This design comes from an exercise in tuning for small area, a short achievable clock period and few clock cycles per item on the open sky130 flow, not from production work. Function was checked by simulation only, so behaviour that the tests miss may differ from the original.

==> flow/design.v (excerpt) <==
module matrix_op_engine #(
  parameter int DW      = 32,
  parameter int AW      = 8,
  parameter int MAX_DIM = 5,
  parameter int A_BASE  = 0,
  parameter int B_BASE  = 32,
  parameter int C_BASE  = 64
) (
  input  logic                clk,
  input  logic                rst_n,
  input  logic                start,
  input  logic [2:0]          op,
  input  logic [DW-1:0]       scalar,
  output logic                busy,
  output logic                done,
  output logic                err,
  output logic [31:0]         cycle_cnt,
  output logic                mem_we,
  output logic [AW-1:0]       mem_addr,
  output logic [DW-1:0]       mem_wdata,
  input  logic [DW-1:0]       mem_rdata
);
Settings: LEC_CHECK=0, CAP_MARGIN=20, CORE_MARGIN=2, CORE_UTILIZATION=40, SETUP_SLACK_MARGIN=5, SLEW_MARGIN=20; clock period 10.0 ns.
run.sh (not shown) runs the stock make flow with config.mk's settings and CLKGATE_MAP_FILE= SYNTH_SCRIPT=/design/flow/synth_recipe.tcl, a recipe that flattens the netlist after the stock synthesis.
Testbench counts at the start, summed over its fixed seeds: cycles 18,075, ops 480.
Rerun with:
--- a/flow/design.v
+++ b/flow/design.v
@@ -31,17 +31,17 @@
   logic          is_tr_q, is_add_q, is_sc_q, is_mu_q, is_cv_q;    
   logic [CW-1:0] run_q, cnt_q;
   logic          mem_we_q;
   logic [AW-1:0] mem_addr_q;
   logic [1:0]    hreq_q;           
   logic          hdr_v_q;          
   logic [1:0]    hdr_k_q;          
   logic [2:0]    am_q, an_q, bm_q, bn_q;
-  logic          amok_q, anok_q, bmok_q, bnok_q;
+  logic          amok_q, aok_q, pok_q, legal_q;   
   logic          known_q;          
   logic [4:0]    e_q;              
   logic [2:0]    i_q, j_q, u_q, v_q;   
   logic          h_q;              
   logic          adv_q;            
   logic          rdone_q;          
   logic          rlast_q;          
   logic [4:0]    widx_q;           
@@ -70,23 +70,17 @@
     n_el = c_rows * c_cols;    
     imax = c_rows - 3'd1;
     jmax = c_cols - 3'd1;
     vmax = is_mu_q ? an_q - 3'd1 : bn_q - 3'd1;
     umax = is_cv_q ? bm_q - 3'd1 : 3'd0;
     four_hdr = !(is_tr_q || is_sc_q);
     lin      = is_tr_q || is_add_q || is_sc_q;
     mconv    = is_mu_q || is_cv_q;
-    case (op_q)
-      OP_TRANS, OP_SCALAR: legal = amok_q && anok_q;
-      OP_ADD:  legal = amok_q && anok_q && bmok_q && bnok_q && am_q == bm_q && an_q == bn_q;
-      OP_MULT: legal = amok_q && anok_q && bmok_q && bnok_q && an_q == bm_q;
-      OP_CONV: legal = amok_q && anok_q && bmok_q && bnok_q && bm_q <= am_q && bn_q <= an_q;
-      default: legal = 1'b0;
-    endcase
+    legal = legal_q;
   end
   logic [2:0] ar, ac, rr, rc, rn;
   logic [5:0] rprod;
   logic [AW-1:0] raddr;
   always_comb begin
     ar = i_q + (is_cv_q ? u_q : 3'd0);
     ac = (is_cv_q ? j_q : 3'd0) + v_q;
     rr = h_q ? (is_cv_q ? u_q : v_q) : ar;
@@ -1525,17 +1519,16 @@
       i_q <= '0; j_q <= '0; u_q <= '0; v_q <= '0; h_q <= 1'b0;
       adv_q   <= 1'b0;
       rdone_q <= 1'b0;
       widx_q  <= '0;
       waddr_q <= AW'(C_BASE + 2);
       wi_q    <= '0;
       wj_q    <= '0;
       p_q     <= scalar;
-      q_q     <= 32'd1;
     end else begin
       if (issue) begin
         r_chk_q  <= !known2_q && e_q == 5'd1;
         r_clr_q  <= is_sc_q || (is_add_q ? !h_q : (u_q == 3'd0 && v_q == 3'd0));
         r_ph1_q  <= !is_add_q;
         r_last_q <= is_add_q ? h_q : (!mconv || el_last);
         if (is_add_q) h_q <= !h_q;
         if (lin && (op_q != OP_ADD || h_q)) e_q <= e_q + 5'd1;
@@ -1569,46 +1562,64 @@
           end
         end else begin
           waddr_q <= waddr_q + AW'(1);
         end
       end
     end
     if (hdr_v_q) begin
       case (hdr_k_q)
-        2'd0: begin am_q <= mem_rdata[2:0]; amok_q <= dim_ok(mem_rdata); end
-        2'd1: begin an_q <= mem_rdata[2:0]; anok_q <= dim_ok(mem_rdata); end
-        2'd2: begin bm_q <= mem_rdata[2:0]; bmok_q <= dim_ok(mem_rdata); end
-        default: begin bn_q <= mem_rdata[2:0]; bnok_q <= dim_ok(mem_rdata); end
+        2'd0: begin
+          am_q   <= mem_rdata[2:0];
+          amok_q <= dim_ok(mem_rdata);
+        end
+        2'd1: begin
+          an_q    <= mem_rdata[2:0];
+          aok_q   <= amok_q && dim_ok(mem_rdata);
+          legal_q <= amok_q && dim_ok(mem_rdata) && (is_tr_q || is_sc_q);
+        end
+        2'd2: begin
+          bm_q  <= mem_rdata[2:0];
+          pok_q <= aok_q && dim_ok(mem_rdata) &&
+                   ((is_add_q && mem_rdata[2:0] == am_q) || (is_mu_q && mem_rdata[2:0] == an_q) ||
+                    (is_cv_q && mem_rdata[2:0] <= am_q));
+        end
+        default: begin
+          bn_q    <= mem_rdata[2:0];
+          legal_q <= pok_q && dim_ok(mem_rdata) &&
+                     ((is_add_q && mem_rdata[2:0] == an_q) || is_mu_q ||
+                      (is_cv_q && mem_rdata[2:0] <= an_q));
+        end
       endcase
     end
     n_el_q    <= n_el;
     known2_q  <= known_q && busy_q;
     t_chk_q   <= r_chk_q;
     t_clr_q   <= r_clr_q;
     t_ph1_q   <= r_ph1_q;
     t_last_q  <= r_last_q;
     if (adv_now) t_last_q <= el_last;
     m0_clr_q  <= t_clr_q;
     m0_ph1_q  <= t_ph1_q;
     m0_last_q <= t_last_q;
     m1_last_q <= m0_last_q;
-    m0c_q <= t_mac_q && t_clr_q;
+    m0c_q <= t_mac_v && t_clr_q;
     if (t_ldp_q) p_q <= mem_rdata;
     if (t_ldq_q && !t_void) q_q <= mem_rdata;
     else if (m0_q && m0_ph1_q) q_q <= {16'd0, q_q[31:16]};
+    else q_q <= {31'd0, is_add_q};
     if (t_ldx_q && !t_void) x_q <= mem_rdata;
     else if (t_ldq_q && !t_void) x_q <= p_q;
     else if (m0_q && m0_ph1_q) x_q <= {x_q[15:0], 16'd0};
-    if (m0_q || m1_q) begin
-      s_q <= ns;
-      c_q <= nc;
-    end
-    if (tok) w_q <= cpa_q ? s_q + c_q : mem_rdata;
-    else if (hw_go) w_q <= hw0_q ? 32'(c_cols) : 32'(c_rows);
+    else x_q <= 32'd0;
+    s_q <= ns;
+    c_q <= nc;
+    if (cpa_q) w_q <= s_q + c_q;
+    else if (t_ldw_q && !t_void) w_q <= mem_rdata;
+    else w_q <= hw0_q ? 32'(c_cols) : 32'(c_rows);
   end
   assign busy      = busy_q;
   assign done      = done_q;
   assign err       = err_q;
   assign cycle_cnt = 32'(cnt_q);
   assign mem_we    = mem_we_q;
   assign mem_addr  = mem_addr_q;
   assign mem_wdata = w_q;
Outcome: Critical path depth rises by 1. Hold slack loses 0.010 ns. Fmax stays flat. Die area falls by 6.8%. Area after synthesis falls by 6.9%. Via count falls by 2.0%. Count of clock-buffer cells in the layout is unchanged. Cell area falls by 6.8%. Wire length falls by 6.9%. Core utilization falls by 0.19 points. Worst setup slack gains 0.0037 ns. Sequential cell count is unchanged.
Testbench counts after the change, summed over its fixed seeds: cycles 18,075, ops 480.

Another version of the RTL of matrix_op_engine (not shown whole).
Size: about 2900 cells after synthesis, ~150 I/O pins, roughly 28000 um2 of cells after synthesis.
Settings: LEC_CHECK=0, CAP_MARGIN=20, CORE_MARGIN=2, CORE_UTILIZATION=65, SETUP_SLACK_MARGIN=5, SLEW_MARGIN=20; clock period 10.0 ns.
standard.sh (not shown) runs the stock make flow with config.mk's settings and CLKGATE_MAP_FILE= SYNTH_SCRIPT=/design/flow/synth_recipe.tcl, a recipe that flattens the netlist after the stock synthesis.
==> flow/flow/run.sh <==
#!/bin/bash
bash standard.sh SETUP_SLACK_MARGIN=6.0 "BUFFER_PORTS_ARGS=-buffer_cell sky130_fd_sc_hd__buf_2" \
  "CTS_ARGS=-sink_clustering_enable -repair_clock_nets -dont_use_dummy_load -buf_list sky130_fd_sc_hd__clkbuf_8 -sink_clustering_size 16 -sink_clustering_max_diameter 100" \
  finish > standard.log 2>&1
The first run completed with no timing, DRC or antenna violations.
Testbench counts at the start, summed over its fixed seeds: cycles 17,889, ops 480.
==> next run, changes <==
--- a/flow/design.v
+++ b/flow/design.v
@@ -53,35 +53,34 @@
   logic          t_ldp_q, t_ldq_q, t_ldw_q, t_mac_q, t_chk_q, t_clr_q, t_ph1_q, t_last_q;
   logic          m0_q, m0_clr_q, m0_ph1_q, m0_last_q;
   logic          m1_q, m1_last_q;
   logic          cpa_q;
   logic [31:0]   p_q, q_q, x_q, s_q, c_q, w_q;
   logic          t_ldx_q, r_ldx_q;    
   logic          m0c_q;               
   logic [2:0] c_rows, c_cols, imax, jmax, umax, vmax;
-  logic [2:0] imax_q, jmax_q, umax_q, vmax_q;
   logic [4:0] n_el, n_el_q;
   logic       known2_q;        
   logic       legal, four_hdr, lin, mconv, sclike;
   always_comb begin
     if (is_tr_q) begin
       c_rows = an_q; c_cols = am_q;
     end else if (is_mu_q) begin
       c_rows = am_q; c_cols = bn_q;
     end else if (is_cv_q) begin
       c_rows = am_q - bm_q + 3'd1; c_cols = an_q - bn_q + 3'd1;
     end else begin
       c_rows = am_q; c_cols = an_q;
     end
     n_el = dim_mul(c_rows, c_cols);    
-    imax = imax_q;
-    jmax = jmax_q;
-    vmax = vmax_q;
-    umax = umax_q;
+    imax = c_rows - 3'd1;
+    jmax = c_cols - 3'd1;
+    vmax = is_mu_q ? an_q - 3'd1 : bn_q - 3'd1;
+    umax = is_cv_q ? bm_q - 3'd1 : 3'd0;
     four_hdr = !(is_tr_q || is_sc_q);
     lin      = is_tr_q || is_add_q || is_sc_q || cv1_q;
     mconv    = (is_mu_q || is_cv_q) && !cv1_q;
     sclike   = is_sc_q || cv1_q;
     legal = legal_q;
   end
   function automatic logic [4:0] elem_off(input logic [2:0] r, input logic [2:0] n,
                                           input logic [2:0] c);
@@ -2384,39 +2383,30 @@
         end
       end
     end
     if (hdr_v_q) begin
       case (hdr_k_q)
         2'd0: begin
           am_q   <= mem_rdata[2:0];
           amok_q <= dim_ok(mem_rdata);
-          imax_q <= mem_rdata[2:0] - 3'd1;
-          umax_q <= 3'd0;
         end
         2'd1: begin
           an_q    <= mem_rdata[2:0];
-          vmax_q  <= mem_rdata[2:0] - 3'd1;
           aok_q   <= amok_q && dim_ok(mem_rdata);
           legal_q <= amok_q && dim_ok(mem_rdata) && (is_tr_q || is_sc_q);
         end
         2'd2: begin
           bm_q  <= mem_rdata[2:0];
-          if (is_cv_q) begin
-            imax_q <= am_q - mem_rdata[2:0];
-            umax_q <= mem_rdata[2:0] - 3'd1;
-          end
           pok_q <= aok_q && dim_ok(mem_rdata) &&
                    ((is_add_q && mem_rdata[2:0] == am_q) || (is_mu_q && mem_rdata[2:0] == an_q) ||
                     (is_cv_q && mem_rdata[2:0] <= am_q));
         end
         default: begin
           bn_q    <= mem_rdata[2:0];
-          jmax_q  <= is_cv_q ? an_q - mem_rdata[2:0] : mem_rdata[2:0] - 3'd1;
-          if (is_cv_q) vmax_q <= mem_rdata[2:0] - 3'd1;
           legal_q <= pok_q && dim_ok(mem_rdata) &&
                      ((is_add_q && mem_rdata[2:0] == an_q) || is_mu_q ||
                       (is_cv_q && mem_rdata[2:0] <= an_q));
         end
       endcase
     end
     n_el_q    <= n_el;
     known2_q  <= known_q && busy_q;
The new run ran to the end with no violations.
Routed wire length goes down by 0.50%.
Core utilization goes up by 0.20 points.
Global-route usage is about the same.
Synthesized area goes down by 1.3%.
Count of clock-buffer cells in the layout stays the same.
Worst hold slack is about the same.
Die area goes down by 1.2%.
Worst setup slack gains 0.035 ns.
Non-clock buffer count goes up by 9.
Critical path depth goes down by 1.
Testbench counts after the change, summed over its fixed seeds: cycles 17,889, ops 480.

afterwards: timing with drivers on the ports:
In the flow no input, the clock included, has a driving cell. The finished layouts below were timed again as built, in two steps. Step 1: set_driving_cell puts a clkbuf_16 on clk and a buf_2 on each other input, an assumption about the parent block. Step 2 times the ports against the registers' clock, not the clock port: input delays grow and output delays shrink by t, the midpoint of the rising clock arrivals with the driver on. a / b / c = ideal / step 1 / step 2; a / b = the first two.
| run | t, ns | slack for setup (ns) | worst register clock-pin slew, ns | worst slew at a driven data input, ns |
|---|---|---|---|---|
| the first run of note 1 | 0.647 | 5.305 / 5.305 / 5.305 | 0.06 / 0.06 | 0.10 |
| the second run of note 1 | 0.641 | 5.309 / 5.309 / 5.309 | 0.07 / 0.07 | 0.13 |
| the first run of note 2 | 0.688 | 6.016 / 6.016 / 5.952 | 0.11 / 0.11 | 0.04 |
| the second run of note 2 | 0.653 | 6.051 / 6.051 / 6.051 | 0.12 / 0.12 | 0.05 |
After both steps every run listed still meets setup and hold. The setup slack of the first run of note 2, which loses most, moves by 0.000 ns with the drivers and by -0.064 ns with both steps.
